This design comes from an exercise in tuning for small area on the open sky130 flow, not from production work. The RTL was checked by simulation tests, not by an equivalence proof against the original design. No activity file was given, so power comes from the tool's default toggle rates.

// lsq_top
module lsq_top #(
	parameter int NUM_ENTRIES = lsq_pkg::DEF_ENTRIES,
	parameter int NUM_CDB     = lsq_pkg::DEF_CDB,
	parameter int MEM_CREDITS = lsq_pkg::DEF_MEM_CREDITS
) (
	input  logic                                clk,
	input  logic                                rst_n,
	input  logic                                disp_valid_i,
	input  logic                                disp_op_i,
	input  logic [lsq_pkg::data_w-1:0]          disp_base_i,
	input  logic [lsq_pkg::off_w-1:0]           disp_off_i,
	input  logic [lsq_pkg::data_w-1:0]          disp_val_i,
	input  logic [lsq_pkg::tag_w-1:0]           disp_tag_i,
	output logic                                disp_credit_o,
	input  logic [NUM_CDB-1:0]                  cdb_valid_i,
	input  logic [NUM_CDB*lsq_pkg::tag_w-1:0]   cdb_tag_i,
	input  logic [NUM_CDB*lsq_pkg::data_w-1:0]  cdb_data_i,
	output logic                                mem_req_o,
  ...
==> flow/config.mk <==
export PLATFORM = sky130hd
export DESIGN_NAME = lsq_top
export DESIGN_NICKNAME = lsq_top
export VERILOG_FILES = /design/flow/design.v
export SDC_FILE = /design/flow/constraint.sdc
export NUM_CORES = 4
export LEC_CHECK = 0
export CAP_MARGIN = 10
export CORE_MARGIN = 2
export CORE_UTILIZATION = 30
export PLACE_DENSITY = 0.45
export SLEW_MARGIN = 10
==> flow/constraint.sdc <==
create_clock -name core_clock -period 5.0 [get_ports {clk}]
set_input_delay 1.0000 -clock core_clock [delete_from_list [all_inputs] [get_ports {clk}]]
set_output_delay 1.0000 -clock core_clock [all_outputs]
set_load 0.01 [all_outputs]
standard.sh (not shown) runs the stock make flow with config.mk's settings and CLKGATE_MAP_FILE= SYNTH_SCRIPT=/design/flow/synth_recipe.tcl, a recipe that flattens the netlist after the stock synthesis.
==> flow/flow/run.sh <==
#!/bin/bash
# The standard ORFS layout (standard.sh) with three changes:
#  - Yosys's ABC maps the logic for area: flow/abc_area.script replaces ORFS's
#    speed script in a copy of ORFS's scripts folder (registers are untouched)
#  - the port buffers are sky130_fd_sc_hd__buf_1
#  - CTS inserts no dummy loads and builds the tree from clkbuf_8, in clusters of
#    at most 15 sinks
# Each tool's output is in orfs/logs; make's own output is in standard.log.
set -u
work=$(pwd)
rm -rf "$work/scripts"
cp -r "$FLOW_HOME/scripts" "$work/scripts"
cp "$work/flow/abc_area.script" "$work/scripts/abc_speed.script"
export SCRIPTS_DIR="$work/scripts"
export BUFFER_PORTS_ARGS="-buffer_cell sky130_fd_sc_hd__buf_1"
export CTS_ARGS="-sink_clustering_enable -repair_clock_nets -dont_use_dummy_load -buf_list sky130_fd_sc_hd__clkbuf_8 -sink_clustering_size 15 -sink_clustering_max_diameter 80"
bash standard.sh > standard.log 2>&1
==> flow/flow/abc_area.script <==
strash
&get -n
&st
&dch -f
&nf -a -R 1000
&put
topo
The baseline went through all stages and came out clean.
Change:
==> flow/flow/run.sh (replaced) <==
#!/bin/bash
# The standard ORFS layout (standard.sh) with three changes:
#  - Yosys's ABC maps the logic for area: flow/abc_area.script replaces ORFS's
#    speed script in a copy of ORFS's scripts folder (registers are untouched)
#  - the port buffers are sky130_fd_sc_hd__buf_1
#  - CTS inserts no dummy loads
# Each tool's output is in orfs/logs; make's own output is in standard.log.
set -u
work=$(pwd)
rm -rf "$work/scripts"
cp -r "$FLOW_HOME/scripts" "$work/scripts"
cp "$work/flow/abc_area.script" "$work/scripts/abc_speed.script"
export SCRIPTS_DIR="$work/scripts"
export BUFFER_PORTS_ARGS="-buffer_cell sky130_fd_sc_hd__buf_1"
export CTS_ARGS="-sink_clustering_enable -repair_clock_nets -dont_use_dummy_load"
bash standard.sh > standard.log 2>&1
--- a/flow/config.mk
+++ b/flow/config.mk
@@ -6,7 +6,7 @@
 export NUM_CORES = 4
 export LEC_CHECK = 0
-export CAP_MARGIN = 10
+export CAP_MARGIN = 20
 export CORE_MARGIN = 2
 export CORE_UTILIZATION = 30
 export PLACE_DENSITY = 0.45
-export SLEW_MARGIN = 10
+export SLEW_MARGIN = 20
The changed run completed with no timing, DRC or antenna violations.
Via count is higher slightly.
Die area is unchanged.
First-iteration DRC count is higher slightly.
Worst setup slack is about the same.
Change:
--- a/flow/flow/run.sh
+++ b/flow/flow/run.sh
@@ -4,5 +4,6 @@
 #    speed script in a copy of ORFS's scripts folder (registers are untouched)
 #  - the port buffers are sky130_fd_sc_hd__buf_1
-#  - CTS inserts no dummy loads
+#  - CTS inserts no dummy loads and builds the tree from clkbuf_8, in clusters of
+#    at most 12 sinks
 # Each tool's output is in orfs/logs; make's own output is in standard.log.
 set -u
@@ -13,4 +14,4 @@
 export SCRIPTS_DIR="$work/scripts"
 export BUFFER_PORTS_ARGS="-buffer_cell sky130_fd_sc_hd__buf_1"
-export CTS_ARGS="-sink_clustering_enable -repair_clock_nets -dont_use_dummy_load"
+export CTS_ARGS="-sink_clustering_enable -repair_clock_nets -dont_use_dummy_load -buf_list sky130_fd_sc_hd__clkbuf_8 -sink_clustering_size 12 -sink_clustering_max_diameter 60"
 bash standard.sh > standard.log 2>&1
--- a/flow/config.mk
+++ b/flow/config.mk
@@ -6,7 +6,7 @@
 export NUM_CORES = 4
 export LEC_CHECK = 0
-export CAP_MARGIN = 20
+export CAP_MARGIN = 10
 export CORE_MARGIN = 2
 export CORE_UTILIZATION = 30
 export PLACE_DENSITY = 0.45
-export SLEW_MARGIN = 20
+export SLEW_MARGIN = 10
Outcome: The changed run passed the timing, DRC and antenna checks. Die area is unchanged. Worst setup slack gets better by 0.11 ns. Synthesized area stays the same. Routed wire length is about the same. Clock skew came out higher by 0.053 ns. Worst hold slack improved by 0.0068 ns. Global-route usage barely changes. Total power shrinks by 7.0%. Non-clock buffer count does not change. Cell count stays flat. Clock power shrinks by 33%.

========
yarrow:
Another version of the RTL of lsq_top (not shown whole).
For scale: ~1800 cells after synthesis, about 280 flip-flops, ~17000 sq um of cells after synthesis.
Settings: LEC_CHECK=0, CAP_MARGIN=20, CORE_MARGIN=2, CORE_UTILIZATION=40, SLEW_MARGIN=20; clock period 5.0 ns.
==> flow/flow/run.sh <==
#!/bin/bash
# The standard ORFS layout (standard.sh) with three changes:
#  - Yosys's ABC maps the logic for area: flow/abc_area.script replaces ORFS's
#    speed script in a copy of ORFS's scripts folder (registers are untouched)
#  - the port buffers are sky130_fd_sc_hd__buf_1
#  - CTS inserts no dummy loads
# Each tool's output is in orfs/logs; make's own output is in standard.log.
set -u
work=$(pwd)
rm -rf "$work/scripts"
cp -r "$FLOW_HOME/scripts" "$work/scripts"
cp "$work/flow/abc_area.script" "$work/scripts/abc_speed.script"
export SCRIPTS_DIR="$work/scripts"
export BUFFER_PORTS_ARGS="-buffer_cell sky130_fd_sc_hd__buf_1"
export CTS_ARGS="-sink_clustering_enable -repair_clock_nets -dont_use_dummy_load"
bash standard.sh > standard.log 2>&1
Scripts as last shown in full above: flow/flow/abc_area.script
Per the final summary, yarrow finished and its layout is clean on timing, DRC and antenna.
## Diff of input files: cedar against yarrow
==> flow/flow/run.sh <==
#!/bin/bash
# Standard ORFS layout; port buffers use the smallest buffer cell.
export BUFFER_PORTS_ARGS="-buffer_cell sky130_fd_sc_hd__buf_1"
bash standard.sh > standard.log 2>&1
removed: flow/flow/abc_area.script
Findings:
- Of yarrow and cedar, the run reporting the lower switching share of total power was yarrow.
- Going from yarrow to cedar, routed wire length grows by 44%.
- Setup slack in cedar is smaller than in yarrow.
- Compared to yarrow, cedar was floorplanned on a bigger die.

-- static timing again, ports no longer ideal --
The flow's constraints put no driver on any port. The routed layouts listed below were extracted and timed again, unchanged, in two steps. Step 1, drivers: a clkbuf_16 drives clk and a buf_2 each remaining input, both assumed. Step 2 times the ports against the registers' clock, not the clock port: input delays grow and output delays shrink by t, the midpoint of the rising clock arrivals with the driver on. a / b / c = no drivers / after step 1 / after step 2; a / b = the first two.
| run | shift t [ns] | setup WS [ns] | clock arrival spread, ns | worst data-port slew with drivers (ns) |
|---|---|---|---|---|
| the first run of note 1 | 0.651 | 0.991 / 0.992 / 0.340 | 0.065 / 0.065 | 0.14 |
| the second run of note 1 | 0.595 | 0.993 / 0.996 / 0.402 | 0.037 / 0.037 | 0.15 |
| the third run of note 1 | 0.621 | 1.101 / 1.099 / 0.478 | 0.089 / 0.088 | 0.15 |
| yarrow | 0.613 | 1.018 / 1.023 / 0.411 | 0.024 / 0.025 | 0.13 |
| cedar | 0.625 | 0.860 / 0.893 / 0.268 | 0.032 / 0.032 | 0.11 |
After both steps every run listed still meets setup and hold. The setup slack of the first run of note 1, which loses most, moves by +0.001 ns with the drivers and by -0.651 ns with both steps.
